From an optimization exercise on the open Yosys and OpenROAD flow, aimed at small area and a short achievable clock period; shortcuts taken in it are not production practice.
Only simulation tests tie the RTL to the original design; equivalence was not proved.

==> flow/design.v (outline; a module is shown in full before it is edited, if it fits) <==
// module iq_upconverter: 1254 lines
module iq_upconverter (
  input  logic        clk,
  input  logic        rstn,
  input  logic        en,
  input  logic [11:0] i_data,
  input  logic [11:0] q_data,
  output logic        if_valid,
  output logic [11:0] if_data
);
  // ...
==> flow/flow/run.sh <==
#!/bin/bash
# Layout: the standard ORFS flow (standard.sh), with two changes:
#  - the port buffers are sky130_fd_sc_hd__buf_4 cells instead of the
#    resizer's default choice (a delay cell);
#  - the repair steps may resize a cell to any drive strength, not only to a
#    cell with the same footprint.
# The output of each tool goes to the ORFS logs under orfs/logs; make's own
# output goes to standard.log here.
set -euo pipefail
bash standard.sh MATCH_CELL_FOOTPRINT=0 \
  "BUFFER_PORTS_ARGS=-buffer_cell sky130_fd_sc_hd__buf_4" \
  finish > standard.log 2>&1
==> flow/standard.sh <==
#!/bin/bash
# synth_recipe.tcl (not shown) runs the flow's synth.tcl, then flattens the netlist and writes it again
# the make line also repeats each setting of config.mk as NAME=value (left out here)
make -C /OpenROAD-flow-scripts/flow DESIGN_CONFIG=/design/flow/config.mk WORK_HOME=/design/flow/orfs CLKGATE_MAP_FILE= SYNTH_SCRIPT=/design/flow/synth_recipe.tcl "${@:-finish}"
==> flow/config.mk <==
export PLATFORM = sky130hd
export DESIGN_NAME = iq_upconverter
export DESIGN_NICKNAME = iq_upconverter
export VERILOG_FILES = /design/flow/design.v
export SDC_FILE = /design/flow/constraint.sdc
export NUM_CORES = 4
export LEC_CHECK = 0
export CAP_MARGIN = 20
export CORE_MARGIN = 2
export CORE_UTILIZATION = 40
export SETUP_SLACK_MARGIN = 3.3
export SLEW_MARGIN = 20
==> flow/constraint.sdc <==
create_clock -name core_clock -period 6.0 [get_ports {clk}]
set_input_delay 1.2000 -clock core_clock [delete_from_list [all_inputs] [get_ports {clk}]]
set_output_delay 1.2000 -clock core_clock [all_outputs]
set_load 0.01 [all_outputs]
==> results.cfg, run 1 <==
[global_route]
use_met2_pct = 35.6
grt_use_met3_pct = 4.30

[layout]
n_antenna_cell = 0
largest_class = multi-input combinational cells
register_area_mm2 = 0.00318
sh_seq_area_pct = 22.0
area_share_clock_buf_inv_pct = 4.07
top_regs = if_data x12, ms x4, q x2
clkbuf_count = 17

[detailed_routing]
drtIter0Drc = 868
wl_met2_um = 14500
route.vias.total = 8532
drc = 0
ant_nets = 0
m1WireLength_um = 13500

[critical_path]
start_kind = flop
setup.worst_path.end = s1_11_3
critPathSlowestCell = fa_2
r2r-end = s1_11_3

[synth]
synth_xor_area_share_pct = 15.1
synth-compound-area-share_pct = 16.5
synth_nets = 1273

[die]
die_x_um = 170
tap_cells = 341
fp.dieH_um = 170

[worst_hold_path]
hold_path.startpoint = s1_0_0

[timing]
hold_ws_ns = 0.328

[clock_tree]
ctsResizeCount = 108
clock_sinks = 156

[place]
dpl_cell_area_mm2 = 0.0119
pre_cts_slack_ns = 1.86

[run_status]
status = timing/DRC/antenna clean
==> run 2: changes to the inputs <==
--- a/flow/design.v
+++ b/flow/design.v
@@ -1,23 +1,45 @@
 `timescale 1ns/1ps
+module csa_fa (
+  input  logic a,
+  input  logic b,
+  input  logic c,
+  output logic s,
+  output logic co
+);
+  assign s  = a ^ b ^ c;
+  assign co = (a & b) | (a & c) | (b & c);
+endmodule
+module csa_ha (
+  input  logic a,
+  input  logic b,
+  output logic s,
+  output logic co
+);
+  assign s  = a ^ b;
+  assign co = a & b;
+endmodule
+`timescale 1ns/1ps
 module iq_upconverter (
   input  logic        clk,
   input  logic        rstn,
   input  logic        en,
   input  logic [11:0] i_data,
   input  logic [11:0] q_data,
   output logic        if_valid,
   output logic [11:0] if_data
 );
   logic [1:0]  q;
   logic [3:0]  ms;
   logic [5:0]  phase, phase_nx;
   assign phase    = {q, ms ^ {4{q[0]}}};
   assign phase_nx = phase + 6'd1;
+  logic [1:0]  q_n;      
+  logic [3:0]  ms_n;
   logic        v1, v2;   
   logic [5:0]  bo0, bt0, bn0, bo1, bt1, bn1;
   logic pp0_0_0;
   logic pp0_0_1;
   logic pp0_0_2;
   logic pp0_0_3;
   logic pp0_0_4;
   logic pp0_0_5;
@@ -595,30 +617,31 @@
   always_ff @(posedge clk or negedge rstn) begin
     if (!rstn) begin
       q        <= 2'd0;
       ms       <= 4'd0;
       v1       <= 1'b0;
       v2       <= 1'b0;
       if_valid <= 1'b0;
     end else begin
-      if (en) begin
-        q  <= phase_nx[5:4];
-        ms <= phase_nx[3:0] ^ {4{phase_nx[4]}};
-      end
+      q  <= q_n;
+      ms <= ms_n;
       v1       <= en;
       v2       <= v1;
       if_valid <= v2;
     end
   end
-  logic [3:0] mc;
+  assign q_n  = en ? phase_nx[5:4] : q;
+  assign ms_n = en ? (phase_nx[3:0] ^ {4{phase_nx[4]}}) : ms;
+  logic [3:0] mc, mr;
   logic       sc, s1;
-  assign mc = ~ms;
-  assign sc = q[1] ^ q[0];
-  assign s1 = ~q[1];
+  assign mr = ms_n;
+  assign mc = ~ms_n;
+  assign sc = q_n[1] ^ q_n[0];
+  assign s1 = ~q_n[1];
   logic [5:0] mo_c, mt_c, mn_c, mo_s, mt_s, mn_s;
   always_comb begin
     case (mc)
       4'd0: begin mo_c = 6'b000010; mt_c = 6'b001100; mn_c = 6'b000100; end
       4'd1: begin mo_c = 6'b011110; mt_c = 6'b000000; mn_c = 6'b000110; end
       4'd2: begin mo_c = 6'b000101; mt_c = 6'b010000; mn_c = 6'b000100; end
       4'd3: begin mo_c = 6'b111110; mt_c = 6'b000001; mn_c = 6'b011101; end
       4'd4: begin mo_c = 6'b110111; mt_c = 6'b001000; mn_c = 6'b010111; end
@@ -632,17 +655,17 @@
       4'd12: begin mo_c = 6'b000001; mt_c = 6'b101010; mn_c = 6'b001001; end
       4'd13: begin mo_c = 6'b001010; mt_c = 6'b100001; mn_c = 6'b001001; end
       4'd14: begin mo_c = 6'b000101; mt_c = 6'b100010; mn_c = 6'b000110; end
       4'd15: begin mo_c = 6'b000011; mt_c = 6'b100000; mn_c = 6'b000010; end
       default: begin mo_c = '0; mt_c = '0; mn_c = '0; end
     endcase
   end
   always_comb begin
-    case (ms)
+    case (mr)
       4'd0: begin mo_s = 6'b000010; mt_s = 6'b001100; mn_s = 6'b000100; end
       4'd1: begin mo_s = 6'b011110; mt_s = 6'b000000; mn_s = 6'b000110; end
       4'd2: begin mo_s = 6'b000101; mt_s = 6'b010000; mn_s = 6'b000100; end
       4'd3: begin mo_s = 6'b111110; mt_s = 6'b000001; mn_s = 6'b011101; end
       4'd4: begin mo_s = 6'b110111; mt_s = 6'b001000; mn_s = 6'b010111; end
       4'd5: begin mo_s = 6'b100010; mt_s = 6'b000100; mn_s = 6'b000010; end
       4'd6: begin mo_s = 6'b111011; mt_s = 6'b000000; mn_s = 6'b001001; end
       4'd7: begin mo_s = 6'b111001; mt_s = 6'b000100; mn_s = 6'b000001; end
@@ -652,22 +675,25 @@
       4'd11: begin mo_s = 6'b011010; mt_s = 6'b100001; mn_s = 6'b010011; end
       4'd12: begin mo_s = 6'b000001; mt_s = 6'b101010; mn_s = 6'b001001; end
       4'd13: begin mo_s = 6'b001010; mt_s = 6'b100001; mn_s = 6'b001001; end
       4'd14: begin mo_s = 6'b000101; mt_s = 6'b100010; mn_s = 6'b000110; end
       4'd15: begin mo_s = 6'b000011; mt_s = 6'b100000; mn_s = 6'b000010; end
       default: begin mo_s = '0; mt_s = '0; mn_s = '0; end
     endcase
   end
-  assign bo0 = mo_c;
-  assign bt0 = mt_c;
-  assign bn0 = mn_c ^ {6{sc}};
-  assign bo1 = mo_s;
-  assign bt1 = mt_s;
-  assign bn1 = mn_s ^ {6{s1}};
+  always_ff @(posedge clk or negedge rstn) begin
+    if (!rstn) begin
+      bo0 <= 6'b000011; bt0 <= 6'b100000; bn0 <= 6'b000010;
+      bo1 <= 6'b000010; bt1 <= 6'b001100; bn1 <= 6'b111011;
+    end else begin
+      bo0 <= mo_c; bt0 <= mt_c; bn0 <= mn_c ^ {6{sc}};
+      bo1 <= mo_s; bt1 <= mt_s; bn1 <= mn_s ^ {6{s1}};
+    end
+  end
   assign pp0_0_0 = ((bo0[0] & i_data[0])) ^ bn0[0];
   assign pp0_0_1 = ((bo0[0] & i_data[1]) | (bt0[0] & i_data[0])) ^ bn0[0];
   assign pp0_0_2 = ((bo0[0] & i_data[2]) | (bt0[0] & i_data[1])) ^ bn0[0];
   assign pp0_0_3 = ((bo0[0] & i_data[3]) | (bt0[0] & i_data[2])) ^ bn0[0];
   assign pp0_0_4 = ((bo0[0] & i_data[4]) | (bt0[0] & i_data[3])) ^ bn0[0];
   assign pp0_0_5 = ((bo0[0] & i_data[5]) | (bt0[0] & i_data[4])) ^ bn0[0];
   assign pp0_0_6 = ((bo0[0] & i_data[6]) | (bt0[0] & i_data[5])) ^ bn0[0];
   assign pp0_0_7 = ((bo0[0] & i_data[7]) | (bt0[0] & i_data[6])) ^ bn0[0];
@@ -814,302 +840,166 @@
   assign pp1_5_5 = ((bo1[5] & q_data[5]) | (bt1[5] & q_data[4])) ^ bn1[5];
   assign pp1_5_6 = ((bo1[5] & q_data[6]) | (bt1[5] & q_data[5])) ^ bn1[5];
   assign pp1_5_7 = ((bo1[5] & q_data[7]) | (bt1[5] & q_data[6])) ^ bn1[5];
   assign pp1_5_8 = ((bo1[5] & q_data[8]) | (bt1[5] & q_data[7])) ^ bn1[5];
   assign pp1_5_9 = ((bo1[5] & q_data[9]) | (bt1[5] & q_data[8])) ^ bn1[5];
   assign pp1_5_10 = ((bo1[5] & q_data[10]) | (bt1[5] & q_data[9])) ^ bn1[5];
   assign pp1_5_11 = ((bo1[5] & q_data[11]) | (bt1[5] & q_data[10])) ^ bn1[5];
   assign pp1_5_12 = ~(((bo1[5] & q_data[11]) | (bt1[5] & q_data[11])) ^ bn1[5]);
-  assign fs0 = bn0[0] ^ bn1[0] ^ pp0_0_0;
-  assign fc0 = (bn0[0] & bn1[0]) | (bn0[0] & pp0_0_0) | (bn1[0] & pp0_0_0);
-  assign fs1 = bn0[1] ^ bn1[1] ^ pp0_0_2;
-  assign fc1 = (bn0[1] & bn1[1]) | (bn0[1] & pp0_0_2) | (bn1[1] & pp0_0_2);
-  assign fs2 = pp0_1_0 ^ pp1_0_2 ^ pp1_1_0;
-  assign fc2 = (pp0_1_0 & pp1_0_2) | (pp0_1_0 & pp1_1_0) | (pp1_0_2 & pp1_1_0);
-  assign fs3 = pp0_0_3 ^ pp0_1_1 ^ pp1_0_3;
-  assign fc3 = (pp0_0_3 & pp0_1_1) | (pp0_0_3 & pp1_0_3) | (pp0_1_1 & pp1_0_3);
-  assign fs4 = bn0[2] ^ bn1[2] ^ pp0_0_4;
-  assign fc4 = (bn0[2] & bn1[2]) | (bn0[2] & pp0_0_4) | (bn1[2] & pp0_0_4);
-  assign fs5 = pp0_1_2 ^ pp0_2_0 ^ pp1_0_4;
-  assign fc5 = (pp0_1_2 & pp0_2_0) | (pp0_1_2 & pp1_0_4) | (pp0_2_0 & pp1_0_4);
-  assign fs6 = pp0_0_5 ^ pp0_1_3 ^ pp0_2_1;
-  assign fc6 = (pp0_0_5 & pp0_1_3) | (pp0_0_5 & pp0_2_1) | (pp0_1_3 & pp0_2_1);
-  assign fs7 = pp1_0_5 ^ pp1_1_3 ^ pp1_2_1;
-  assign fc7 = (pp1_0_5 & pp1_1_3) | (pp1_0_5 & pp1_2_1) | (pp1_1_3 & pp1_2_1);
-  assign fs8 = bn0[3] ^ bn1[3] ^ pp0_0_6;
-  assign fc8 = (bn0[3] & bn1[3]) | (bn0[3] & pp0_0_6) | (bn1[3] & pp0_0_6);
-  assign fs9 = pp0_1_4 ^ pp0_2_2 ^ pp0_3_0;
-  assign fc9 = (pp0_1_4 & pp0_2_2) | (pp0_1_4 & pp0_3_0) | (pp0_2_2 & pp0_3_0);
-  assign fs10 = pp1_0_6 ^ pp1_1_4 ^ pp1_2_2;
-  assign fc10 = (pp1_0_6 & pp1_1_4) | (pp1_0_6 & pp1_2_2) | (pp1_1_4 & pp1_2_2);
-  assign fs11 = pp0_0_7 ^ pp0_1_5 ^ pp0_2_3;
-  assign fc11 = (pp0_0_7 & pp0_1_5) | (pp0_0_7 & pp0_2_3) | (pp0_1_5 & pp0_2_3);
-  assign fs12 = pp0_3_1 ^ pp1_0_7 ^ pp1_1_5;
-  assign fc12 = (pp0_3_1 & pp1_0_7) | (pp0_3_1 & pp1_1_5) | (pp1_0_7 & pp1_1_5);
-  assign fs13 = bn0[4] ^ bn1[4] ^ pp0_0_8;
-  assign fc13 = (bn0[4] & bn1[4]) | (bn0[4] & pp0_0_8) | (bn1[4] & pp0_0_8);
-  assign fs14 = pp0_1_6 ^ pp0_2_4 ^ pp0_3_2;
-  assign fc14 = (pp0_1_6 & pp0_2_4) | (pp0_1_6 & pp0_3_2) | (pp0_2_4 & pp0_3_2);
-  assign fs15 = pp0_4_0 ^ pp1_0_8 ^ pp1_1_6;
-  assign fc15 = (pp0_4_0 & pp1_0_8) | (pp0_4_0 & pp1_1_6) | (pp1_0_8 & pp1_1_6);
-  assign fs16 = pp1_2_4 ^ pp1_3_2 ^ pp1_4_0;
-  assign fc16 = (pp1_2_4 & pp1_3_2) | (pp1_2_4 & pp1_4_0) | (pp1_3_2 & pp1_4_0);
-  assign fs17 = pp0_0_9 ^ pp0_1_7 ^ pp0_2_5;
-  assign fc17 = (pp0_0_9 & pp0_1_7) | (pp0_0_9 & pp0_2_5) | (pp0_1_7 & pp0_2_5);
-  assign fs18 = pp0_3_3 ^ pp0_4_1 ^ pp1_0_9;
-  assign fc18 = (pp0_3_3 & pp0_4_1) | (pp0_3_3 & pp1_0_9) | (pp0_4_1 & pp1_0_9);
-  assign fs19 = pp1_1_7 ^ pp1_2_5 ^ pp1_3_3;
-  assign fc19 = (pp1_1_7 & pp1_2_5) | (pp1_1_7 & pp1_3_3) | (pp1_2_5 & pp1_3_3);
+  csa_fa u_fa0 (.a(bn0[0]), .b(bn1[0]), .c(pp0_0_0), .s(fs0), .co(fc0));
+  csa_fa u_fa1 (.a(bn0[1]), .b(bn1[1]), .c(pp0_0_2), .s(fs1), .co(fc1));
+  csa_fa u_fa2 (.a(pp0_1_0), .b(pp1_0_2), .c(pp1_1_0), .s(fs2), .co(fc2));
+  csa_fa u_fa3 (.a(pp0_0_3), .b(pp0_1_1), .c(pp1_0_3), .s(fs3), .co(fc3));
+  csa_fa u_fa4 (.a(bn0[2]), .b(bn1[2]), .c(pp0_0_4), .s(fs4), .co(fc4));
+  csa_fa u_fa5 (.a(pp0_1_2), .b(pp0_2_0), .c(pp1_0_4), .s(fs5), .co(fc5));
+  csa_fa u_fa6 (.a(pp0_0_5), .b(pp0_1_3), .c(pp0_2_1), .s(fs6), .co(fc6));
+  csa_fa u_fa7 (.a(pp1_0_5), .b(pp1_1_3), .c(pp1_2_1), .s(fs7), .co(fc7));
+  csa_fa u_fa8 (.a(bn0[3]), .b(bn1[3]), .c(pp0_0_6), .s(fs8), .co(fc8));
+  csa_fa u_fa9 (.a(pp0_1_4), .b(pp0_2_2), .c(pp0_3_0), .s(fs9), .co(fc9));
+  csa_fa u_fa10 (.a(pp1_0_6), .b(pp1_1_4), .c(pp1_2_2), .s(fs10), .co(fc10));
+  csa_fa u_fa11 (.a(pp0_0_7), .b(pp0_1_5), .c(pp0_2_3), .s(fs11), .co(fc11));
+  csa_fa u_fa12 (.a(pp0_3_1), .b(pp1_0_7), .c(pp1_1_5), .s(fs12), .co(fc12));
+  csa_fa u_fa13 (.a(bn0[4]), .b(bn1[4]), .c(pp0_0_8), .s(fs13), .co(fc13));
+  csa_fa u_fa14 (.a(pp0_1_6), .b(pp0_2_4), .c(pp0_3_2), .s(fs14), .co(fc14));
+  csa_fa u_fa15 (.a(pp0_4_0), .b(pp1_0_8), .c(pp1_1_6), .s(fs15), .co(fc15));
+  csa_fa u_fa16 (.a(pp1_2_4), .b(pp1_3_2), .c(pp1_4_0), .s(fs16), .co(fc16));
+  csa_fa u_fa17 (.a(pp0_0_9), .b(pp0_1_7), .c(pp0_2_5), .s(fs17), .co(fc17));
+  csa_fa u_fa18 (.a(pp0_3_3), .b(pp0_4_1), .c(pp1_0_9), .s(fs18), .co(fc18));
+  csa_fa u_fa19 (.a(pp1_1_7), .b(pp1_2_5), .c(pp1_3_3), .s(fs19), .co(fc19));
   assign fs20 = 1'b1 ^ bn0[5] ^ bn1[5];
   assign fc20 = (1'b1 & bn0[5]) | (1'b1 & bn1[5]) | (bn0[5] & bn1[5]);
-  assign fs21 = pp0_0_10 ^ pp0_1_8 ^ pp0_2_6;
-  assign fc21 = (pp0_0_10 & pp0_1_8) | (pp0_0_10 & pp0_2_6) | (pp0_1_8 & pp0_2_6);
-  assign fs22 = pp0_3_4 ^ pp0_4_2 ^ pp0_5_0;
-  assign fc22 = (pp0_3_4 & pp0_4_2) | (pp0_3_4 & pp0_5_0) | (pp0_4_2 & pp0_5_0);
-  assign fs23 = pp1_0_10 ^ pp1_1_8 ^ pp1_2_6;
-  assign fc23 = (pp1_0_10 & pp1_1_8) | (pp1_0_10 & pp1_2_6) | (pp1_1_8 & pp1_2_6);
-  assign fs24 = pp1_3_4 ^ pp1_4_2 ^ pp1_5_0;
-  assign fc24 = (pp1_3_4 & pp1_4_2) | (pp1_3_4 & pp1_5_0) | (pp1_4_2 & pp1_5_0);
-  assign fs25 = pp0_0_11 ^ pp0_1_9 ^ pp0_2_7;
-  assign fc25 = (pp0_0_11 & pp0_1_9) | (pp0_0_11 & pp0_2_7) | (pp0_1_9 & pp0_2_7);
-  assign fs26 = pp0_3_5 ^ pp0_4_3 ^ pp0_5_1;
-  assign fc26 = (pp0_3_5 & pp0_4_3) | (pp0_3_5 & pp0_5_1) | (pp0_4_3 & pp0_5_1);
-  assign fs27 = pp1_0_11 ^ pp1_1_9 ^ pp1_2_7;
-  assign fc27 = (pp1_0_11 & pp1_1_9) | (pp1_0_11 & pp1_2_7) | (pp1_1_9 & pp1_2_7);
-  assign fs28 = pp1_3_5 ^ pp1_4_3 ^ pp1_5_1;
-  assign fc28 = (pp1_3_5 & pp1_4_3) | (pp1_3_5 & pp1_5_1) | (pp1_4_3 & pp1_5_1);
-  assign fs29 = pp0_0_12 ^ pp0_1_10 ^ pp0_2_8;
-  assign fc29 = (pp0_0_12 & pp0_1_10) | (pp0_0_12 & pp0_2_8) | (pp0_1_10 & pp0_2_8);
-  assign fs30 = pp0_3_6 ^ pp0_4_4 ^ pp0_5_2;
-  assign fc30 = (pp0_3_6 & pp0_4_4) | (pp0_3_6 & pp0_5_2) | (pp0_4_4 & pp0_5_2);
-  assign fs31 = pp1_0_12 ^ pp1_1_10 ^ pp1_2_8;
-  assign fc31 = (pp1_0_12 & pp1_1_10) | (pp1_0_12 & pp1_2_8) | (pp1_1_10 & pp1_2_8);
-  assign fs32 = pp1_3_6 ^ pp1_4_4 ^ pp1_5_2;
-  assign fc32 = (pp1_3_6 & pp1_4_4) | (pp1_3_6 & pp1_5_2) | (pp1_4_4 & pp1_5_2);
+  csa_fa u_fa21 (.a(pp0_0_10), .b(pp0_1_8), .c(pp0_2_6), .s(fs21), .co(fc21));
+  csa_fa u_fa22 (.a(pp0_3_4), .b(pp0_4_2), .c(pp0_5_0), .s(fs22), .co(fc22));
+  csa_fa u_fa23 (.a(pp1_0_10), .b(pp1_1_8), .c(pp1_2_6), .s(fs23), .co(fc23));
+  csa_fa u_fa24 (.a(pp1_3_4), .b(pp1_4_2), .c(pp1_5_0), .s(fs24), .co(fc24));
+  csa_fa u_fa25 (.a(pp0_0_11), .b(pp0_1_9), .c(pp0_2_7), .s(fs25), .co(fc25));
+  csa_fa u_fa26 (.a(pp0_3_5), .b(pp0_4_3), .c(pp0_5_1), .s(fs26), .co(fc26));
+  csa_fa u_fa27 (.a(pp1_0_11), .b(pp1_1_9), .c(pp1_2_7), .s(fs27), .co(fc27));
+  csa_fa u_fa28 (.a(pp1_3_5), .b(pp1_4_3), .c(pp1_5_1), .s(fs28), .co(fc28));
+  csa_fa u_fa29 (.a(pp0_0_12), .b(pp0_1_10), .c(pp0_2_8), .s(fs29), .co(fc29));
+  csa_fa u_fa30 (.a(pp0_3_6), .b(pp0_4_4), .c(pp0_5_2), .s(fs30), .co(fc30));
+  csa_fa u_fa31 (.a(pp1_0_12), .b(pp1_1_10), .c(pp1_2_8), .s(fs31), .co(fc31));
+  csa_fa u_fa32 (.a(pp1_3_6), .b(pp1_4_4), .c(pp1_5_2), .s(fs32), .co(fc32));
   assign fs33 = 1'b1 ^ pp0_1_11 ^ pp0_2_9;
   assign fc33 = (1'b1 & pp0_1_11) | (1'b1 & pp0_2_9) | (pp0_1_11 & pp0_2_9);
-  assign fs34 = pp0_3_7 ^ pp0_4_5 ^ pp0_5_3;
-  assign fc34 = (pp0_3_7 & pp0_4_5) | (pp0_3_7 & pp0_5_3) | (pp0_4_5 & pp0_5_3);
-  assign fs35 = pp1_1_11 ^ pp1_2_9 ^ pp1_3_7;
-  assign fc35 = (pp1_1_11 & pp1_2_9) | (pp1_1_11 & pp1_3_7) | (pp1_2_9 & pp1_3_7);
+  csa_fa u_fa34 (.a(pp0_3_7), .b(pp0_4_5), .c(pp0_5_3), .s(fs34), .co(fc34));
+  csa_fa u_fa35 (.a(pp1_1_11), .b(pp1_2_9), .c(pp1_3_7), .s(fs35), .co(fc35));
   assign fs36 = 1'b1 ^ pp0_1_12 ^ pp0_2_10;
   assign fc36 = (1'b1 & pp0_1_12) | (1'b1 & pp0_2_10) | (pp0_1_12 & pp0_2_10);
-  assign fs37 = pp0_3_8 ^ pp0_4_6 ^ pp0_5_4;
-  assign fc37 = (pp0_3_8 & pp0_4_6) | (pp0_3_8 & pp0_5_4) | (pp0_4_6 & pp0_5_4);
-  assign fs38 = pp1_1_12 ^ pp1_2_10 ^ pp1_3_8;
-  assign fc38 = (pp1_1_12 & pp1_2_10) | (pp1_1_12 & pp1_3_8) | (pp1_2_10 & pp1_3_8);
-  assign fs39 = pp0_2_11 ^ pp0_3_9 ^ pp0_4_7;
-  assign fc39 = (pp0_2_11 & pp0_3_9) | (pp0_2_11 & pp0_4_7) | (pp0_3_9 & pp0_4_7);
-  assign fs40 = pp0_5_5 ^ pp1_2_11 ^ pp1_3_9;
-  assign fc40 = (pp0_5_5 & pp1_2_11) | (pp0_5_5 & pp1_3_9) | (pp1_2_11 & pp1_3_9);
+  csa_fa u_fa37 (.a(pp0_3_8), .b(pp0_4_6), .c(pp0_5_4), .s(fs37), .co(fc37));
+  csa_fa u_fa38 (.a(pp1_1_12), .b(pp1_2_10), .c(pp1_3_8), .s(fs38), .co(fc38));
+  csa_fa u_fa39 (.a(pp0_2_11), .b(pp0_3_9), .c(pp0_4_7), .s(fs39), .co(fc39));
+  csa_fa u_fa40 (.a(pp0_5_5), .b(pp1_2_11), .c(pp1_3_9), .s(fs40), .co(fc40));
   assign fs41 = 1'b1 ^ pp0_2_12 ^ pp0_3_10;
   assign fc41 = (1'b1 & pp0_2_12) | (1'b1 & pp0_3_10) | (pp0_2_12 & pp0_3_10);
-  assign fs42 = pp0_4_8 ^ pp0_5_6 ^ pp1_2_12;
-  assign fc42 = (pp0_4_8 & pp0_5_6) | (pp0_4_8 & pp1_2_12) | (pp0_5_6 & pp1_2_12);
-  assign fs43 = pp1_3_10 ^ pp1_4_8 ^ pp1_5_6;
-  assign fc43 = (pp1_3_10 & pp1_4_8) | (pp1_3_10 & pp1_5_6) | (pp1_4_8 & pp1_5_6);
-  assign fs44 = pp0_3_11 ^ pp0_4_9 ^ pp0_5_7;
-  assign fc44 = (pp0_3_11 & pp0_4_9) | (pp0_3_11 & pp0_5_7) | (pp0_4_9 & pp0_5_7);
-  assign fs45 = pp1_3_11 ^ pp1_4_9 ^ pp1_5_7;
-  assign fc45 = (pp1_3_11 & pp1_4_9) | (pp1_3_11 & pp1_5_7) | (pp1_4_9 & pp1_5_7);
+  csa_fa u_fa42 (.a(pp0_4_8), .b(pp0_5_6), .c(pp1_2_12), .s(fs42), .co(fc42));
+  csa_fa u_fa43 (.a(pp1_3_10), .b(pp1_4_8), .c(pp1_5_6), .s(fs43), .co(fc43));
+  csa_fa u_fa44 (.a(pp0_3_11), .b(pp0_4_9), .c(pp0_5_7), .s(fs44), .co(fc44));
+  csa_fa u_fa45 (.a(pp1_3_11), .b(pp1_4_9), .c(pp1_5_7), .s(fs45), .co(fc45));
   assign fs46 = 1'b1 ^ pp0_3_12 ^ pp0_4_10;
   assign fc46 = (1'b1 & pp0_3_12) | (1'b1 & pp0_4_10) | (pp0_3_12 & pp0_4_10);
-  assign fs47 = pp0_5_8 ^ pp1_3_12 ^ pp1_4_10;
-  assign fc47 = (pp0_5_8 & pp1_3_12) | (pp0_5_8 & pp1_4_10) | (pp1_3_12 & pp1_4_10);
-  assign fs48 = pp0_4_11 ^ pp0_5_9 ^ pp1_4_11;
-  assign fc48 = (pp0_4_11 & pp0_5_9) | (pp0_4_11 & pp1_4_11) | (pp0_5_9 & pp1_4_11);
+  csa_fa u_fa47 (.a(pp0_5_8), .b(pp1_3_12), .c(pp1_4_10), .s(fs47), .co(fc47));
+  csa_fa u_fa48 (.a(pp0_4_11), .b(pp0_5_9), .c(pp1_4_11), .s(fs48), .co(fc48));
   assign fs49 = 1'b1 ^ pp0_4_12 ^ pp0_5_10;
   assign fc49 = (1'b1 & pp0_4_12) | (1'b1 & pp0_5_10) | (pp0_4_12 & pp0_5_10);
   assign fs50 = 1'b1 ^ pp0_5_12 ^ pp1_5_12;
   assign fc50 = (1'b1 & pp0_5_12) | (1'b1 & pp1_5_12) | (pp0_5_12 & pp1_5_12);
-  assign fs51 = pp0_0_1 ^ pp1_0_1 ^ fc0;
-  assign fc51 = (pp0_0_1 & pp1_0_1) | (pp0_0_1 & fc0) | (pp1_0_1 & fc0);
-  assign fs52 = pp1_1_1 ^ fc1 ^ fc2;
-  assign fc52 = (pp1_1_1 & fc1) | (pp1_1_1 & fc2) | (fc1 & fc2);
-  assign fs53 = pp1_1_2 ^ pp1_2_0 ^ fc3;
-  assign fc53 = (pp1_1_2 & pp1_2_0) | (pp1_1_2 & fc3) | (pp1_2_0 & fc3);
-  assign fs54 = fc4 ^ fc5 ^ fs6;
-  assign fc54 = (fc4 & fc5) | (fc4 & fs6) | (fc5 & fs6);
-  assign fs55 = pp1_3_0 ^ fc6 ^ fc7;
-  assign fc55 = (pp1_3_0 & fc6) | (pp1_3_0 & fc7) | (fc6 & fc7);
-  assign fs56 = fs8 ^ fs9 ^ fs10;
-  assign fc56 = (fs8 & fs9) | (fs8 & fs10) | (fs9 & fs10);
-  assign fs57 = pp1_2_3 ^ pp1_3_1 ^ fc8;
-  assign fc57 = (pp1_2_3 & pp1_3_1) | (pp1_2_3 & fc8) | (pp1_3_1 & fc8);
-  assign fs58 = fc9 ^ fc10 ^ fs11;
-  assign fc58 = (fc9 & fc10) | (fc9 & fs11) | (fc10 & fs11);
-  assign fs59 = fc11 ^ fc12 ^ fs13;
-  assign fc59 = (fc11 & fc12) | (fc11 & fs13) | (fc12 & fs13);
-  assign fs60 = fs14 ^ fs15 ^ fs16;
-  assign fc60 = (fs14 & fs15) | (fs14 & fs16) | (fs15 & fs16);
-  assign fs61 = pp1_4_1 ^ fc13 ^ fc14;
-  assign fc61 = (pp1_4_1 & fc13) | (pp1_4_1 & fc14) | (fc13 & fc14);
-  assign fs62 = fc15 ^ fc16 ^ fs17;
-  assign fc62 = (fc15 & fc16) | (fc15 & fs17) | (fc16 & fs17);
-  assign fs63 = fs20 ^ fc17 ^ fc18;
-  assign fc63 = (fs20 & fc17) | (fs20 & fc18) | (fc17 & fc18);
-  assign fs64 = fc19 ^ fs21 ^ fs22;
-  assign fc64 = (fc19 & fs21) | (fc19 & fs22) | (fs21 & fs22);
-  assign fs65 = fc20 ^ fc21 ^ fc22;
-  assign fc65 = (fc20 & fc21) | (fc20 & fc22) | (fc21 & fc22);
-  assign fs66 = fc23 ^ fc24 ^ fs25;
-  assign fc66 = (fc23 & fc24) | (fc23 & fs25) | (fc24 & fs25);
-  assign fs67 = fs26 ^ fs27 ^ fs28;
-  assign fc67 = (fs26 & fs27) | (fs26 & fs28) | (fs27 & fs28);
-  assign fs68 = fc25 ^ fc26 ^ fc27;
-  assign fc68 = (fc25 & fc26) | (fc25 & fc27) | (fc26 & fc27);
-  assign fs69 = fc28 ^ fs29 ^ fs30;
-  assign fc69 = (fc28 & fs29) | (fc28 & fs30) | (fs29 & fs30);
-  assign fs70 = pp1_4_5 ^ pp1_5_3 ^ fc29;
-  assign fc70 = (pp1_4_5 & pp1_5_3) | (pp1_4_5 & fc29) | (pp1_5_3 & fc29);
-  assign fs71 = fc30 ^ fc31 ^ fc32;
-  assign fc71 = (fc30 & fc31) | (fc30 & fc32) | (fc31 & fc32);
-  assign fs72 = fs33 ^ fs34 ^ fs35;
-  assign fc72 = (fs33 & fs34) | (fs33 & fs35) | (fs34 & fs35);
-  assign fs73 = pp1_4_6 ^ pp1_5_4 ^ fc33;
-  assign fc73 = (pp1_4_6 & pp1_5_4) | (pp1_4_6 & fc33) | (pp1_5_4 & fc33);
-  assign fs74 = fc34 ^ fc35 ^ fs36;
-  assign fc74 = (fc34 & fc35) | (fc34 & fs36) | (fc35 & fs36);
-  assign fs75 = pp1_4_7 ^ pp1_5_5 ^ fc36;
-  assign fc75 = (pp1_4_7 & pp1_5_5) | (pp1_4_7 & fc36) | (pp1_5_5 & fc36);
-  assign fs76 = fc37 ^ fc38 ^ fs39;
-  assign fc76 = (fc37 & fc38) | (fc37 & fs39) | (fc38 & fs39);
-  assign fs77 = fc39 ^ fc40 ^ fs41;
-  assign fc77 = (fc39 & fc40) | (fc39 & fs41) | (fc40 & fs41);
-  assign fs78 = fc41 ^ fc42 ^ fc43;
-  assign fc78 = (fc41 & fc42) | (fc41 & fc43) | (fc42 & fc43);
-  assign fs79 = pp1_5_8 ^ fc44 ^ fc45;
-  assign fc79 = (pp1_5_8 & fc44) | (pp1_5_8 & fc45) | (fc44 & fc45);
-  assign fs80 = pp1_5_9 ^ fc46 ^ fc47;
-  assign fc80 = (pp1_5_9 & fc46) | (pp1_5_9 & fc47) | (fc46 & fc47);
-  assign fs81 = pp1_4_12 ^ pp1_5_10 ^ fc48;
-  assign fc81 = (pp1_4_12 & pp1_5_10) | (pp1_4_12 & fc48) | (pp1_5_10 & fc48);
-  assign fs82 = pp0_5_11 ^ pp1_5_11 ^ fc49;
-  assign fc82 = (pp0_5_11 & pp1_5_11) | (pp0_5_11 & fc49) | (pp1_5_11 & fc49);
-  assign fs83 = s1_2_0 ^ s1_2_1 ^ s1_2_2;
-  assign fc83 = (s1_2_0 & s1_2_1) | (s1_2_0 & s1_2_2) | (s1_2_1 & s1_2_2);
-  assign fs84 = s1_4_0 ^ s1_4_1 ^ s1_4_2;
-  assign fc84 = (s1_4_0 & s1_4_1) | (s1_4_0 & s1_4_2) | (s1_4_1 & s1_4_2);
-  assign fs85 = s1_5_0 ^ s1_5_1 ^ s1_5_2;
-  assign fc85 = (s1_5_0 & s1_5_1) | (s1_5_0 & s1_5_2) | (s1_5_1 & s1_5_2);
-  assign fs86 = s1_6_0 ^ s1_6_1 ^ s1_6_2;
-  assign fc86 = (s1_6_0 & s1_6_1) | (s1_6_0 & s1_6_2) | (s1_6_1 & s1_6_2);
-  assign fs87 = s1_7_0 ^ s1_7_1 ^ s1_7_2;
-  assign fc87 = (s1_7_0 & s1_7_1) | (s1_7_0 & s1_7_2) | (s1_7_1 & s1_7_2);
-  assign fs88 = s1_8_0 ^ s1_8_1 ^ s1_8_2;
-  assign fc88 = (s1_8_0 & s1_8_1) | (s1_8_0 & s1_8_2) | (s1_8_1 & s1_8_2);
-  assign fs89 = s1_9_0 ^ s1_9_1 ^ s1_9_2;
-  assign fc89 = (s1_9_0 & s1_9_1) | (s1_9_0 & s1_9_2) | (s1_9_1 & s1_9_2);
-  assign fs90 = s1_9_3 ^ s1_9_4 ^ s1_9_5;
-  assign fc90 = (s1_9_3 & s1_9_4) | (s1_9_3 & s1_9_5) | (s1_9_4 & s1_9_5);
-  assign fs91 = s1_10_0 ^ s1_10_1 ^ s1_10_2;
-  assign fc91 = (s1_10_0 & s1_10_1) | (s1_10_0 & s1_10_2) | (s1_10_1 & s1_10_2);
-  assign fs92 = s1_10_3 ^ s1_10_4 ^ s1_10_5;
-  assign fc92 = (s1_10_3 & s1_10_4) | (s1_10_3 & s1_10_5) | (s1_10_4 & s1_10_5);
-  assign fs93 = s1_11_0 ^ s1_11_1 ^ s1_11_2;
-  assign fc93 = (s1_11_0 & s1_11_1) | (s1_11_0 & s1_11_2) | (s1_11_1 & s1_11_2);
-  assign fs94 = s1_12_0 ^ s1_12_1 ^ s1_12_2;
-  assign fc94 = (s1_12_0 & s1_12_1) | (s1_12_0 & s1_12_2) | (s1_12_1 & s1_12_2);
-  assign fs95 = s1_12_3 ^ s1_12_4 ^ s1_12_5;
-  assign fc95 = (s1_12_3 & s1_12_4) | (s1_12_3 & s1_12_5) | (s1_12_4 & s1_12_5);
-  assign fs96 = s1_13_0 ^ s1_13_1 ^ s1_13_2;
-  assign fc96 = (s1_13_0 & s1_13_1) | (s1_13_0 & s1_13_2) | (s1_13_1 & s1_13_2);
-  assign fs97 = s1_14_0 ^ s1_14_1 ^ s1_14_2;
-  assign fc97 = (s1_14_0 & s1_14_1) | (s1_14_0 & s1_14_2) | (s1_14_1 & s1_14_2);
-  assign fs98 = s1_14_3 ^ s1_14_4 ^ s1_14_5;
-  assign fc98 = (s1_14_3 & s1_14_4) | (s1_14_3 & s1_14_5) | (s1_14_4 & s1_14_5);
-  assign fs99 = s1_15_0 ^ s1_15_1 ^ s1_15_2;
-  assign fc99 = (s1_15_0 & s1_15_1) | (s1_15_0 & s1_15_2) | (s1_15_1 & s1_15_2);
-  assign fs100 = s1_16_0 ^ s1_16_1 ^ s1_16_2;
-  assign fc100 = (s1_16_0 & s1_16_1) | (s1_16_0 & s1_16_2) | (s1_16_1 & s1_16_2);
-  assign fs101 = s1_17_0 ^ s1_17_1 ^ s1_17_2;
-  assign fc101 = (s1_17_0 & s1_17_1) | (s1_17_0 & s1_17_2) | (s1_17_1 & s1_17_2);
-  assign fs102 = s1_18_0 ^ s1_18_1 ^ s1_18_2;
-  assign fc102 = (s1_18_0 & s1_18_1) | (s1_18_0 & s1_18_2) | (s1_18_1 & s1_18_2);
-  assign fs103 = s1_19_0 ^ s1_19_1 ^ s1_19_2;
-  assign fc103 = (s1_19_0 & s1_19_1) | (s1_19_0 & s1_19_2) | (s1_19_1 & s1_19_2);
-  assign fs104 = s1_20_0 ^ s1_20_1 ^ s1_20_2;
-  assign fc104 = (s1_20_0 & s1_20_1) | (s1_20_0 & s1_20_2) | (s1_20_1 & s1_20_2);
-  assign fs105 = s1_3_0 ^ s1_3_1 ^ fc83;
-  assign fc105 = (s1_3_0 & s1_3_1) | (s1_3_0 & fc83) | (s1_3_1 & fc83);
-  assign fs106 = s1_7_3 ^ s1_7_4 ^ fc86;
-  assign fc106 = (s1_7_3 & s1_7_4) | (s1_7_3 & fc86) | (s1_7_4 & fc86);
-  assign fs107 = s1_8_3 ^ fc87 ^ fs88;
-  assign fc107 = (s1_8_3 & fc87) | (s1_8_3 & fs88) | (fc87 & fs88);
-  assign fs108 = fc88 ^ fs89 ^ fs90;
-  assign fc108 = (fc88 & fs89) | (fc88 & fs90) | (fs89 & fs90);
-  assign fs109 = fc89 ^ fc90 ^ fs91;
-  assign fc109 = (fc89 & fc90) | (fc89 & fs91) | (fc90 & fs91);
-  assign fs110 = s1_11_3 ^ s1_11_4 ^ fc91;
-  assign fc110 = (s1_11_3 & s1_11_4) | (s1_11_3 & fc91) | (s1_11_4 & fc91);
-  assign fs111 = s1_12_6 ^ fc93 ^ fs94;
-  assign fc111 = (s1_12_6 & fc93) | (s1_12_6 & fs94) | (fc93 & fs94);
-  assign fs112 = s1_13_3 ^ s1_13_4 ^ fc94;
-  assign fc112 = (s1_13_3 & s1_13_4) | (s1_13_3 & fc94) | (s1_13_4 & fc94);
-  assign fs113 = s1_14_6 ^ fc96 ^ fs97;
-  assign fc113 = (s1_14_6 & fc96) | (s1_14_6 & fs97) | (fc96 & fs97);
-  assign fs114 = s1_15_3 ^ s1_15_4 ^ fc97;
-  assign fc114 = (s1_15_3 & s1_15_4) | (s1_15_3 & fc97) | (s1_15_4 & fc97);
-  assign fs115 = s1_16_3 ^ s1_16_4 ^ fc99;
-  assign fc115 = (s1_16_3 & s1_16_4) | (s1_16_3 & fc99) | (s1_16_4 & fc99);
-  assign fs116 = s1_17_3 ^ fc100 ^ fs101;
-  assign fc116 = (s1_17_3 & fc100) | (s1_17_3 & fs101) | (fc100 & fs101);
-  assign fs117 = s1_18_3 ^ fc101 ^ fs102;
-  assign fc117 = (s1_18_3 & fc101) | (s1_18_3 & fs102) | (fc101 & fs102);
-  assign fs118 = s1_21_0 ^ s1_21_1 ^ fc104;
-  assign fc118 = (s1_21_0 & s1_21_1) | (s1_21_0 & fc104) | (s1_21_1 & fc104);
-  assign fs119 = s1_4_3 ^ fs84 ^ fc105;
-  assign fc119 = (s1_4_3 & fs84) | (s1_4_3 & fc105) | (fs84 & fc105);
-  assign fs120 = fs92 ^ fc108 ^ fs109;
-  assign fc120 = (fs92 & fc108) | (fs92 & fs109) | (fc108 & fs109);
-  assign fs121 = fc92 ^ fs93 ^ fc109;
-  assign fc121 = (fc92 & fs93) | (fc92 & fc109) | (fs93 & fc109);
-  assign fs122 = fs95 ^ fc110 ^ fs111;
-  assign fc122 = (fs95 & fc110) | (fs95 & fs111) | (fc110 & fs111);
-  assign fs123 = fc95 ^ fs96 ^ fc111;
-  assign fc123 = (fc95 & fs96) | (fc95 & fc111) | (fs96 & fc111);
-  assign fs124 = fs98 ^ fc112 ^ fs113;
-  assign fc124 = (fs98 & fc112) | (fs98 & fs113) | (fc112 & fs113);
-  assign fs125 = fc98 ^ fs99 ^ fc113;
-  assign fc125 = (fc98 & fs99) | (fc98 & fc113) | (fs99 & fc113);
-  assign fs126 = fs100 ^ fc114 ^ fs115;
-  assign fc126 = (fs100 & fc114) | (fs100 & fs115) | (fc114 & fs115);
-  assign fs127 = fc102 ^ fs103 ^ fc117;
-  assign fc127 = (fc102 & fs103) | (fc102 & fc117) | (fs103 & fc117);
-  assign fs128 = s1_22_0 ^ s1_22_1 ^ fc118;
-  assign fc128 = (s1_22_0 & s1_22_1) | (s1_22_0 & fc118) | (s1_22_1 & fc118);
-  assign hs129 = fc84 ^ fs85;
-  assign hc129 = fc84 & fs85;
-  assign hs130 = fc85 ^ fs86;
-  assign hc130 = fc85 & fs86;
-  assign hs131 = fs87 ^ fs106;
-  assign hc131 = fs87 & fs106;
-  assign hs132 = fc106 ^ fs107;
-  assign hc132 = fc106 & fs107;
-  assign hs133 = fc107 ^ fs108;
-  assign hc133 = fc107 & fs108;
-  assign hs134 = fs110 ^ fc120;
-  assign hc134 = fs110 & fc120;
-  assign hs135 = fc121 ^ fs122;
-  assign hc135 = fc121 & fs122;
-  assign fs136 = fs112 ^ fc122 ^ fs123;
-  assign fc136 = (fs112 & fc122) | (fs112 & fs123) | (fc122 & fs123);
-  assign hs137 = fc123 ^ fs124;
-  assign hc137 = fc123 & fs124;
-  assign fs138 = fs114 ^ fc124 ^ fs125;
-  assign fc138 = (fs114 & fc124) | (fs114 & fs125) | (fc124 & fs125);
-  assign hs139 = fc125 ^ fs126;
-  assign hc139 = fc125 & fs126;
-  assign fs140 = fc115 ^ fs116 ^ fc126;
-  assign fc140 = (fc115 & fs116) | (fc115 & fc126) | (fs116 & fc126);
-  assign hs141 = fc116 ^ fs117;
-  assign hc141 = fc116 & fs117;
-  assign hs142 = fc103 ^ fs104;
-  assign hc142 = fc103 & fs104;
+  csa_fa u_fa51 (.a(pp0_0_1), .b(pp1_0_1), .c(fc0), .s(fs51), .co(fc51));
+  csa_fa u_fa52 (.a(pp1_1_1), .b(fc1), .c(fc2), .s(fs52), .co(fc52));
+  csa_fa u_fa53 (.a(pp1_1_2), .b(pp1_2_0), .c(fc3), .s(fs53), .co(fc53));
+  csa_fa u_fa54 (.a(fc4), .b(fc5), .c(fs6), .s(fs54), .co(fc54));
+  csa_fa u_fa55 (.a(pp1_3_0), .b(fc6), .c(fc7), .s(fs55), .co(fc55));
+  csa_fa u_fa56 (.a(fs8), .b(fs9), .c(fs10), .s(fs56), .co(fc56));
+  csa_fa u_fa57 (.a(pp1_2_3), .b(pp1_3_1), .c(fc8), .s(fs57), .co(fc57));
+  csa_fa u_fa58 (.a(fc9), .b(fc10), .c(fs11), .s(fs58), .co(fc58));
+  csa_fa u_fa59 (.a(fc11), .b(fc12), .c(fs13), .s(fs59), .co(fc59));
+  csa_fa u_fa60 (.a(fs14), .b(fs15), .c(fs16), .s(fs60), .co(fc60));
+  csa_fa u_fa61 (.a(pp1_4_1), .b(fc13), .c(fc14), .s(fs61), .co(fc61));
+  csa_fa u_fa62 (.a(fc15), .b(fc16), .c(fs17), .s(fs62), .co(fc62));
+  csa_fa u_fa63 (.a(fs20), .b(fc17), .c(fc18), .s(fs63), .co(fc63));
+  csa_fa u_fa64 (.a(fc19), .b(fs21), .c(fs22), .s(fs64), .co(fc64));
+  csa_fa u_fa65 (.a(fc20), .b(fc21), .c(fc22), .s(fs65), .co(fc65));
+  csa_fa u_fa66 (.a(fc23), .b(fc24), .c(fs25), .s(fs66), .co(fc66));
+  csa_fa u_fa67 (.a(fs26), .b(fs27), .c(fs28), .s(fs67), .co(fc67));
+  csa_fa u_fa68 (.a(fc25), .b(fc26), .c(fc27), .s(fs68), .co(fc68));
+  csa_fa u_fa69 (.a(fc28), .b(fs29), .c(fs30), .s(fs69), .co(fc69));
+  csa_fa u_fa70 (.a(pp1_4_5), .b(pp1_5_3), .c(fc29), .s(fs70), .co(fc70));
+  csa_fa u_fa71 (.a(fc30), .b(fc31), .c(fc32), .s(fs71), .co(fc71));
+  csa_fa u_fa72 (.a(fs33), .b(fs34), .c(fs35), .s(fs72), .co(fc72));
+  csa_fa u_fa73 (.a(pp1_4_6), .b(pp1_5_4), .c(fc33), .s(fs73), .co(fc73));
+  csa_fa u_fa74 (.a(fc34), .b(fc35), .c(fs36), .s(fs74), .co(fc74));
+  csa_fa u_fa75 (.a(pp1_4_7), .b(pp1_5_5), .c(fc36), .s(fs75), .co(fc75));
+  csa_fa u_fa76 (.a(fc37), .b(fc38), .c(fs39), .s(fs76), .co(fc76));
+  csa_fa u_fa77 (.a(fc39), .b(fc40), .c(fs41), .s(fs77), .co(fc77));
+  csa_fa u_fa78 (.a(fc41), .b(fc42), .c(fc43), .s(fs78), .co(fc78));
+  csa_fa u_fa79 (.a(pp1_5_8), .b(fc44), .c(fc45), .s(fs79), .co(fc79));
+  csa_fa u_fa80 (.a(pp1_5_9), .b(fc46), .c(fc47), .s(fs80), .co(fc80));
+  csa_fa u_fa81 (.a(pp1_4_12), .b(pp1_5_10), .c(fc48), .s(fs81), .co(fc81));
+  csa_fa u_fa82 (.a(pp0_5_11), .b(pp1_5_11), .c(fc49), .s(fs82), .co(fc82));
+  csa_fa u_fa83 (.a(s1_2_0), .b(s1_2_1), .c(s1_2_2), .s(fs83), .co(fc83));
+  csa_fa u_fa84 (.a(s1_4_0), .b(s1_4_1), .c(s1_4_2), .s(fs84), .co(fc84));
+  csa_fa u_fa85 (.a(s1_5_0), .b(s1_5_1), .c(s1_5_2), .s(fs85), .co(fc85));
+  csa_fa u_fa86 (.a(s1_6_0), .b(s1_6_1), .c(s1_6_2), .s(fs86), .co(fc86));
+  csa_fa u_fa87 (.a(s1_7_0), .b(s1_7_1), .c(s1_7_2), .s(fs87), .co(fc87));
+  csa_fa u_fa88 (.a(s1_8_0), .b(s1_8_1), .c(s1_8_2), .s(fs88), .co(fc88));
+  csa_fa u_fa89 (.a(s1_9_0), .b(s1_9_1), .c(s1_9_2), .s(fs89), .co(fc89));
+  csa_fa u_fa90 (.a(s1_9_3), .b(s1_9_4), .c(s1_9_5), .s(fs90), .co(fc90));
+  csa_fa u_fa91 (.a(s1_10_0), .b(s1_10_1), .c(s1_10_2), .s(fs91), .co(fc91));
+  csa_fa u_fa92 (.a(s1_10_3), .b(s1_10_4), .c(s1_10_5), .s(fs92), .co(fc92));
+  csa_fa u_fa93 (.a(s1_11_0), .b(s1_11_1), .c(s1_11_2), .s(fs93), .co(fc93));
+  csa_fa u_fa94 (.a(s1_12_0), .b(s1_12_1), .c(s1_12_2), .s(fs94), .co(fc94));
+  csa_fa u_fa95 (.a(s1_12_3), .b(s1_12_4), .c(s1_12_5), .s(fs95), .co(fc95));
+  csa_fa u_fa96 (.a(s1_13_0), .b(s1_13_1), .c(s1_13_2), .s(fs96), .co(fc96));
+  csa_fa u_fa97 (.a(s1_14_0), .b(s1_14_1), .c(s1_14_2), .s(fs97), .co(fc97));
+  csa_fa u_fa98 (.a(s1_14_3), .b(s1_14_4), .c(s1_14_5), .s(fs98), .co(fc98));
+  csa_fa u_fa99 (.a(s1_15_0), .b(s1_15_1), .c(s1_15_2), .s(fs99), .co(fc99));
+  csa_fa u_fa100 (.a(s1_16_0), .b(s1_16_1), .c(s1_16_2), .s(fs100), .co(fc100));
+  csa_fa u_fa101 (.a(s1_17_0), .b(s1_17_1), .c(s1_17_2), .s(fs101), .co(fc101));
+  csa_fa u_fa102 (.a(s1_18_0), .b(s1_18_1), .c(s1_18_2), .s(fs102), .co(fc102));
+  csa_fa u_fa103 (.a(s1_19_0), .b(s1_19_1), .c(s1_19_2), .s(fs103), .co(fc103));
+  csa_fa u_fa104 (.a(s1_20_0), .b(s1_20_1), .c(s1_20_2), .s(fs104), .co(fc104));
+  csa_fa u_fa105 (.a(s1_3_0), .b(s1_3_1), .c(fc83), .s(fs105), .co(fc105));
+  csa_fa u_fa106 (.a(s1_7_3), .b(s1_7_4), .c(fc86), .s(fs106), .co(fc106));
+  csa_fa u_fa107 (.a(s1_8_3), .b(fc87), .c(fs88), .s(fs107), .co(fc107));
+  csa_fa u_fa108 (.a(fc88), .b(fs89), .c(fs90), .s(fs108), .co(fc108));
+  csa_fa u_fa109 (.a(fc89), .b(fc90), .c(fs91), .s(fs109), .co(fc109));
+  csa_fa u_fa110 (.a(s1_11_3), .b(s1_11_4), .c(fc91), .s(fs110), .co(fc110));
+  csa_fa u_fa111 (.a(s1_12_6), .b(fc93), .c(fs94), .s(fs111), .co(fc111));
+  csa_fa u_fa112 (.a(s1_13_3), .b(s1_13_4), .c(fc94), .s(fs112), .co(fc112));
+  csa_fa u_fa113 (.a(s1_14_6), .b(fc96), .c(fs97), .s(fs113), .co(fc113));
+  csa_fa u_fa114 (.a(s1_15_3), .b(s1_15_4), .c(fc97), .s(fs114), .co(fc114));
+  csa_fa u_fa115 (.a(s1_16_3), .b(s1_16_4), .c(fc99), .s(fs115), .co(fc115));
+  csa_fa u_fa116 (.a(s1_17_3), .b(fc100), .c(fs101), .s(fs116), .co(fc116));
+  csa_fa u_fa117 (.a(s1_18_3), .b(fc101), .c(fs102), .s(fs117), .co(fc117));
+  csa_fa u_fa118 (.a(s1_21_0), .b(s1_21_1), .c(fc104), .s(fs118), .co(fc118));
+  csa_fa u_fa119 (.a(s1_4_3), .b(fs84), .c(fc105), .s(fs119), .co(fc119));
+  csa_fa u_fa120 (.a(fs92), .b(fc108), .c(fs109), .s(fs120), .co(fc120));
+  csa_fa u_fa121 (.a(fc92), .b(fs93), .c(fc109), .s(fs121), .co(fc121));
+  csa_fa u_fa122 (.a(fs95), .b(fc110), .c(fs111), .s(fs122), .co(fc122));
+  csa_fa u_fa123 (.a(fc95), .b(fs96), .c(fc111), .s(fs123), .co(fc123));
+  csa_fa u_fa124 (.a(fs98), .b(fc112), .c(fs113), .s(fs124), .co(fc124));
+  csa_fa u_fa125 (.a(fc98), .b(fs99), .c(fc113), .s(fs125), .co(fc125));
+  csa_fa u_fa126 (.a(fs100), .b(fc114), .c(fs115), .s(fs126), .co(fc126));
+  csa_fa u_fa127 (.a(fc102), .b(fs103), .c(fc117), .s(fs127), .co(fc127));
+  csa_fa u_fa128 (.a(s1_22_0), .b(s1_22_1), .c(fc118), .s(fs128), .co(fc128));
+  csa_ha u_ha129 (.a(fc84), .b(fs85), .s(hs129), .co(hc129));
+  csa_ha u_ha130 (.a(fc85), .b(fs86), .s(hs130), .co(hc130));
+  csa_ha u_ha131 (.a(fs87), .b(fs106), .s(hs131), .co(hc131));
+  csa_ha u_ha132 (.a(fc106), .b(fs107), .s(hs132), .co(hc132));
+  csa_ha u_ha133 (.a(fc107), .b(fs108), .s(hs133), .co(hc133));
+  csa_ha u_ha134 (.a(fs110), .b(fc120), .s(hs134), .co(hc134));
+  csa_ha u_ha135 (.a(fc121), .b(fs122), .s(hs135), .co(hc135));
+  csa_fa u_fa136 (.a(fs112), .b(fc122), .c(fs123), .s(fs136), .co(fc136));
+  csa_ha u_ha137 (.a(fc123), .b(fs124), .s(hs137), .co(hc137));
+  csa_fa u_fa138 (.a(fs114), .b(fc124), .c(fs125), .s(fs138), .co(fc138));
+  csa_ha u_ha139 (.a(fc125), .b(fs126), .s(hs139), .co(hc139));
+  csa_fa u_fa140 (.a(fc115), .b(fs116), .c(fc126), .s(fs140), .co(fc140));
+  csa_ha u_ha141 (.a(fc116), .b(fs117), .s(hs141), .co(hc141));
+  csa_ha u_ha142 (.a(fc103), .b(fs104), .s(hs142), .co(hc142));
   always_ff @(posedge clk) begin
     s1_0_0 <= pp1_0_0;
     s1_0_1 <= fs0;
     s1_1_0 <= fs51;
     s1_2_0 <= fc51;
     s1_2_1 <= fs1;
     s1_2_2 <= fs2;
     s1_3_0 <= fs52;
==> flow/config.mk (replaced) <==
export PLATFORM = sky130hd
export DESIGN_NAME = iq_upconverter
export DESIGN_NICKNAME = iq_upconverter
export VERILOG_FILES = /design/flow/design.v
export SDC_FILE = /design/flow/constraint.sdc
export NUM_CORES = 4
export LEC_CHECK = 0
export CAP_MARGIN = 20
export CORE_MARGIN = 2
export CORE_UTILIZATION = 40
export SETUP_SLACK_MARGIN = 3.45
export SLEW_MARGIN = 20
export SYNTH_HIERARCHICAL = 1
==> run 2 against run 1 <==
Largest cell class unchanged. Critical path depth decreased by 4. Final area decreased by 8.6%. Clock skew decreased by 0.0099 ns.
==> results.cfg, run 2 <==
[timing]
drv_slew = 0
period_needed_ns = 2.51
rsz0062_at_grt = yes
fin_crit_sh_pct = 41.9
max_freq_ghz = 0.398
hold_viol = 0
fin_skew_ns = 0.0118
tightestPinTransition_ns = 1.00
setup_violations = 0
tns_ns = 0
relSlewSlack_pct = 33.2

[layout]
n_antenna_cell = 0
finalInstanceArea_mm2 = 0.0132
final_cell_mix = 161 x xnor2_1, 147 x dfxtp_1, 103 x fa_1
num-fill-cells = 2528
nets = 1178
largest_reg_flops = 12
register_area_mm2 = 0.00409
largest_register = if_data
layout-drive-gt1-share_pct = 24.6
area_delta_synth_final_pct = 16.6
final_common_cell = xnor2_1
multi_input_area_mm2 = 0.00741

[synth]
netlist.area_leader.share_pct = 26.0
syn_inst = 985
synth_edf_count = 0
synth_commonest_cells = 164 x xnor2_1, 147 x dfxtp_1, 135 x a22oi_1
seq_area_frac_synth_pct = 36.0
ys_seq_elements = 192
synth.most_common_cell = xnor2_1
synth_area_mm2 = 0.0113
ys_warn_count = 7
synth_cell_types = 62
yosys_most_used_dff = dfxtp_1
synthArstFlopShare_pct = 23.4
yosys.area.top_type = dfxtp_1
synthTopCellsByArea = dfxtp_1 26%, fa_1 22%, xnor2_1 13%, a22oi_1 8.9%, dfrtp_1 7.3%
syn_area_per_cell_um2 = 11.5
synth_nets = 1174

[critical_path]
criticalPathCategory = in -> reg
slowest_delay_ns = 0.50
critPathTopFamily = adder cells
cp.required_ns = 6.30
path_common_cell = fa_1
worstPathMaxFanout = 12
path_buf_inv = 1
crit_chain = buf_4, a22oi_1, xnor2_1, fa_1, fa_1
start_kind = input port
ff2ff_path_depth = 10
worstSetupEndpointType = flop
timing.rr.start = q[0]
startpoint = i_data[4]
critPathSlowestCell = fa_1
r2r-end = bn0[0]
reg2reg_slack_ns = 3.55
arrival_ns = 2.81

[place]
gp_congestion = 0.845
post-dp-hpwl_um = 20100
dpl_cell_area_mm2 = 0.0121
numPortBuffers = 39

[clock_tree]
clk_pin_slew_ns = 0.07
clk_latency_ns = 0.43
root_buffer = clkbuf_16
cts_max_level = 4
cts_buffer_depth = 2
cts_buffers = 17
clock_sinks = 192
cts_tree = built

[global_route]
grt_antenna_before_repair = 0
grt_pass1_wl_um = 43400
grt.total_usage_pct = 19.5
grt_max_degree = 46
overflow = 0
first_global_vias = 7578

[die]
dieArea_mm2 = 0.0297
core_area_mm2 = 0.0279
initial_core_util_pct = 40.7
io_pins = 40
placementRows = 61
die_x_um = 172
fp.dieH_um = 172

[detailed_routing]
vias_per_cell = 5.31
wire_per_inst_um = 19.8
firstDrtPassIters = 5
drtIter0Drc = 469
route.vias.total = 7321
drt_wl_total_um = 27400
drc = 0
ant_nets = 0

[worst_hold_path]
hold_path.startpoint = s1_1_0
whs_path_depth = 0
hold_path.class = reg -> reg
holdPathEnd = s2_1_0

[run_status]
status = timing/DRC/antenna clean

[flow_run]
max-cap-violations = 0
## run 2: cell types whose count changed after synthesis, moves of 17 or more
cell	change
a21oi_1	-18
xor2_1	-57
o21ai_1	-28
buf_1	+17
xnor2_1	+64
dfrtp_1	+24
inv_1	-78
## run 2: what timing repair did
| action | CTS | global route |
|---|---|---|
| endpoints found under the setup margin | 46 | 40 |
| hold buffers | 0 | 0 |
| cloned | 1 | 2 |
| buffers inserted | 16 | 10 |
| gates resized for setup | 20 | 37 |
| endpoints found under the hold margin | 0 | 0 |
| pin swaps | 5 | 12 |
## run 2: cells by family after synthesis
| group | after synthesis | synth area share, % |
|---|---|---|
| compound gates | 233 | 14.7 |
| xor+xnor | 187 | 14.8 |
| fa+ha+maj | 162 | 26.2 |
| buf+inv | 110 | 3.91 |
| flops | 192 | 36.0 |
| mux | 4 | 0.475 |
| simple gates | 97 | 3.97 |
## run 2: metrics by stage
step	setup WS, ns	util (%)	cells	hold WS, ns
floorplan	3.31	-	985	0.310
global placement	2.68	43.5	1319	0.312
detailed placement	2.66	43.5	1319	0.312
CTS	3.44	46.5	1368	0.329
global route	3.38	47.4	1380	0.342
finish	3.49	47.4	1380	0.329
## run 2: per-layer routing
metal,up-vias,GRT usage [%],routed length (um)
li1,3353,-,-
met4,0,6.32,526
met1,3675,26.8,12300
met3,31,3.34,1680
met2,262,31.5,12900
met5,-,0,0
## run 2: per-module statistics from Yosys (local to each module, per instance)
module	copies in the design	cells inside	flip-flops and latches	area, um^2
csa_fa	125	1	0	20.0
csa_ha	11	1	0	12.5
iq_upconverter	1	849	192	8690
## run 2: final cells by class
cell class                      count  area share (%)
Multi-Input combinational cell    683            56.1
Sequential cell                   192            30.9
Timing Repair Buffer               67            4.20
Tap cell                          378            3.58
Clock buffer                       20            3.47
Inverter                           26           0.881
Clock inverter                     12           0.767
Timing Repair inverter              2          0.0947
## run 2: worst max-delay path by stage
stage / endpoint / cells after the start
4_1_cts: bn0[2] / 11
5_1_grt: bn0[3] / 11
2_1_floorplan: s1_8_3 / 5
6_report: s1_13_4 / 5
3_3_place_gp: bn0[4] / 9
3_5_place_dp: bn0[4] / 9
==> run 3: changes to the inputs <==
--- a/flow/config.mk
+++ b/flow/config.mk
@@ -7,7 +7,7 @@
 export LEC_CHECK = 0
 export CAP_MARGIN = 20
 export CORE_MARGIN = 2
-export CORE_UTILIZATION = 40
+export CORE_UTILIZATION = 60
 export SETUP_SLACK_MARGIN = 3.45
 export SLEW_MARGIN = 20
 export SYNTH_HIERARCHICAL = 1
==> run 3 against run 2 <==
Still clean on timing, DRC and antenna. Register-to-register slack lost 0.15 ns. Routed wire length shrank 0.16%. Sequential share of layout area shrank 0.094 points. First-iteration DRC count grew 19%. Final cell count shrank 9.7%. Global-route usage grew 9.0 points. Critical path type is now reg -> reg. Critical endpoint is now bn0[2]. Highest routed layer unchanged.
==> results.cfg, run 3 <==
[detailed_routing]
ant_nets = 0
wire_per_inst_um = 21.9
vias_per_cell = 6.05
drc = 0
route.vias.total = 7536
drtIter0Drc = 560
drt_wl_total_um = 27300
firstDrtPassIters = 5

[synth]
netlist.area_leader.share_pct = 26.0
synthTopCellsByArea = dfxtp_1 26%, fa_1 22%, xnor2_1 13%, a22oi_1 8.9%, dfrtp_1 7.3%
synth_cell_types = 62
synth_area_mm2 = 0.0113
synth_commonest_cells = 164 x xnor2_1, 147 x dfxtp_1, 135 x a22oi_1
yosys_most_used_dff = dfxtp_1
synth_mux_area_share_pct = 0.475
syn_area_per_cell_um2 = 11.5
yosys.area.top_type = dfxtp_1
seq_area_frac_synth_pct = 36.0
synth-adder-area-share_pct = 26.2
ys_warn_count = 7
synth_top_family_by_area = adder cells
syn_inst = 985
yosys.area_share.simple_pct = 3.97
synth-compound-area-share_pct = 14.7
synth_xor_area_share_pct = 14.8
synthArstFlopShare_pct = 23.4
ys_seq_elements = 192
synth.most_common_cell = xnor2_1
synth_nets = 1174
synth_edf_count = 0

[global_route]
overflow = 0
grt_max_degree = 46
first_global_vias = 7802
grt_antenna_before_repair = 0
grt_pass1_wl_um = 43300
grt.total_usage_pct = 28.6

[clock_tree]
root_buffer = clkbuf_16
clock_sinks = 192
clk_pin_slew_ns = 0.07
cts_buffers = 17
clk_latency_ns = 0.44
cts_max_level = 4
cts_tree = built
cts_buffer_depth = 2

[timing]
fin_skew_ns = 0.0100
tightestPinTransition_ns = 0.903
rsz0062_at_grt = yes
hold_viol = 0
fin_crit_sh_pct = 43.4
period_needed_ns = 2.60
max_freq_ghz = 0.384
tns_ns = 0
relSlewSlack_pct = 39.8
drv_slew = 0
setup_violations = 0

[layout]
final_util_pct = 71.1
largest_register = if_data
final_cell_mix = 159 x xnor2_1, 144 x dfxtp_1, 104 x fa_1
n_antenna_cell = 0
final_common_cell = xnor2_1
largest_reg_flops = 12
finalNonFillerCells = 1246
layout-drive-gt1-share_pct = 27.1
area_delta_synth_final_pct = 17.0
finalInstanceArea_mm2 = 0.0133
nets = 1188

[place]
dpl_cell_area_mm2 = 0.0119
place_inst = 1175
gp_congestion = 0.909
post-dp-hpwl_um = 19500
numPortBuffers = 39

[critical_path]
start_kind = flop
worstPathMaxFanout = 9
arrival_ns = 2.91
r2r-end = bn0[2]
worstSetupEndpointType = flop
cp.required_ns = 6.31
timing.rr.start = q[0]
criticalPathCategory = reg -> reg
reg2reg_slack_ns = 3.40
ff2ff_path_depth = 13

[worst_hold_path]
hold_path.startpoint = s1_23_0
hold_path.class = reg -> reg
holdPathEnd = s2_23_0
whs_path_depth = 0

[die]
io_pins = 40
dieArea_mm2 = 0.0200
initial_core_util_pct = 60.8
die_x_um = 141
placementRows = 50
fp.dieH_um = 141
core_area_mm2 = 0.0186

[flow_run]
max-cap-violations = 0

[run_status]
status = timing/DRC/antenna clean
==> run 3: cell type report <==
type                            instances  area (um^2)
Fill cell                            1350         5380
Inverter                               26          121
Sequential cell                       192         4090
Tap cell                              234          293
Clock buffer                           19          464
Timing Repair inverter                  2         12.5
Clock inverter                         13          139
Timing Repair Buffer                   77          649
Multi-Input combinational cell        683         7490
==> run 3: worst max path at each step <==
stage | start | to | slack, ns | cells after the start
5_1_grt | q[0] | bn0[2] | 3.32 | 13
6_report | q[0] | bn0[2] | 3.40 | 13
3_5_place_dp | q[0] | bn1[3] | 2.55 | 11
2_1_floorplan | q_data[3] | s1_8_3 | 3.31 | 5
3_3_place_gp | en | bn0[4] | 2.69 | 9
4_1_cts | s2_11_0 | if_data[0] | 3.45 | 10
==> run 3: critical path, stage by stage, from the launching register on <==
cell     delay [ns]
dfrtp_2        0.47
xor2_1         0.17
ha_2           0.21
and3b_2        0.21
buf_4          0.13
a21oi_2        0.16
xnor2_2        0.10
mux2i_4        0.21
buf_6          0.19
buf_4          0.15
nand2_1        0.09
a21oi_2        0.16
nor2_1         0.07
xor2_1         0.14
==> run 3: metal layers <==
layer | GRT usage (%) | vias up | wire length, um
met2 | 46.4 | 270 | 13300
li1 | - | 3383 | -
met5 | 0 | - | 0
met1 | 40.6 | 3842 | 11900
met4 | 7.58 | 0 | 528
met3 | 4.45 | 41 | 1580
==> run 3: logic make-up (layout without fill, tap and decap cells) <==
logic type                 after synthesis  after routing
AOI/OAI and AO/OA                      233            233
DFF                                    192            192
xor gates and xnor gates               187            187
adders and majority gates              162            162
buffers and inverters                  110            137
and+or+nand+nor                         97             97
muxes                                    4              4
==> run 3: timing repair <==
item,4_1_cts,5_1_grt
setup endpoints to repair,46,43
endpoints found under the hold margin,0,0
buffers inserted,15,20
hold buffers,0,0
resized for setup,25,59
gates cloned,2,2
pin swaps,5,18
==> run 3: per-stage QoR <==
step / hold WS [ns] / setup slack, ns
6_report: 0.330 / 3.40
5_1_grt: 0.336 / 3.32
4_1_cts: 0.333 / 3.45
2_1_floorplan: 0.310 / 3.31
3_5_place_dp: 0.315 / 2.55
3_3_place_gp: 0.313 / 2.69
==> run 3: per-module statistics from Yosys (local to each module, per instance) <==
module          times used  flip-flops and latches  area [um^2]  cells
iq_upconverter           1                     192         8690    849
csa_ha                  11                       0         12.5      1
csa_fa                 125                       0         20.0      1

[separate check: timing with driven ports]
The flow's constraints put no driver on any port. The routed layouts listed below were extracted and timed again, unchanged, in two steps.
Step 1 sets driving cells, clkbuf_16 on the clock port and buf_2 on the other inputs (assumed; they add their load-dependent delay and slew).
Step 2 moves the port delays by t, midway between the first and last clock arrival at a register: inputs arrive t later, outputs are due t later. That takes back most of the time a late clock gives input paths.
Three values: ideal ports, drivers, drivers and shift; two values: the first two.
run	shift t [ns]	setup WS [ns]	slew at the worst register clock pin (ns)	worst data-port slew with drivers (ns)
run 1	0.482	3.025 / 3.025 / 2.799	0.08 / 0.08	0.06
run 2	0.475	3.488 / 3.479 / 3.003	0.08 / 0.08	0.07
run 3	0.475	3.398 / 3.398 / 3.040	0.07 / 0.07	0.07
After both steps setup and hold are still met in every run listed. For run 2, which loses most, drivers alone change the setup slack by -0.009 ns; drivers and shift together by -0.485 ns.
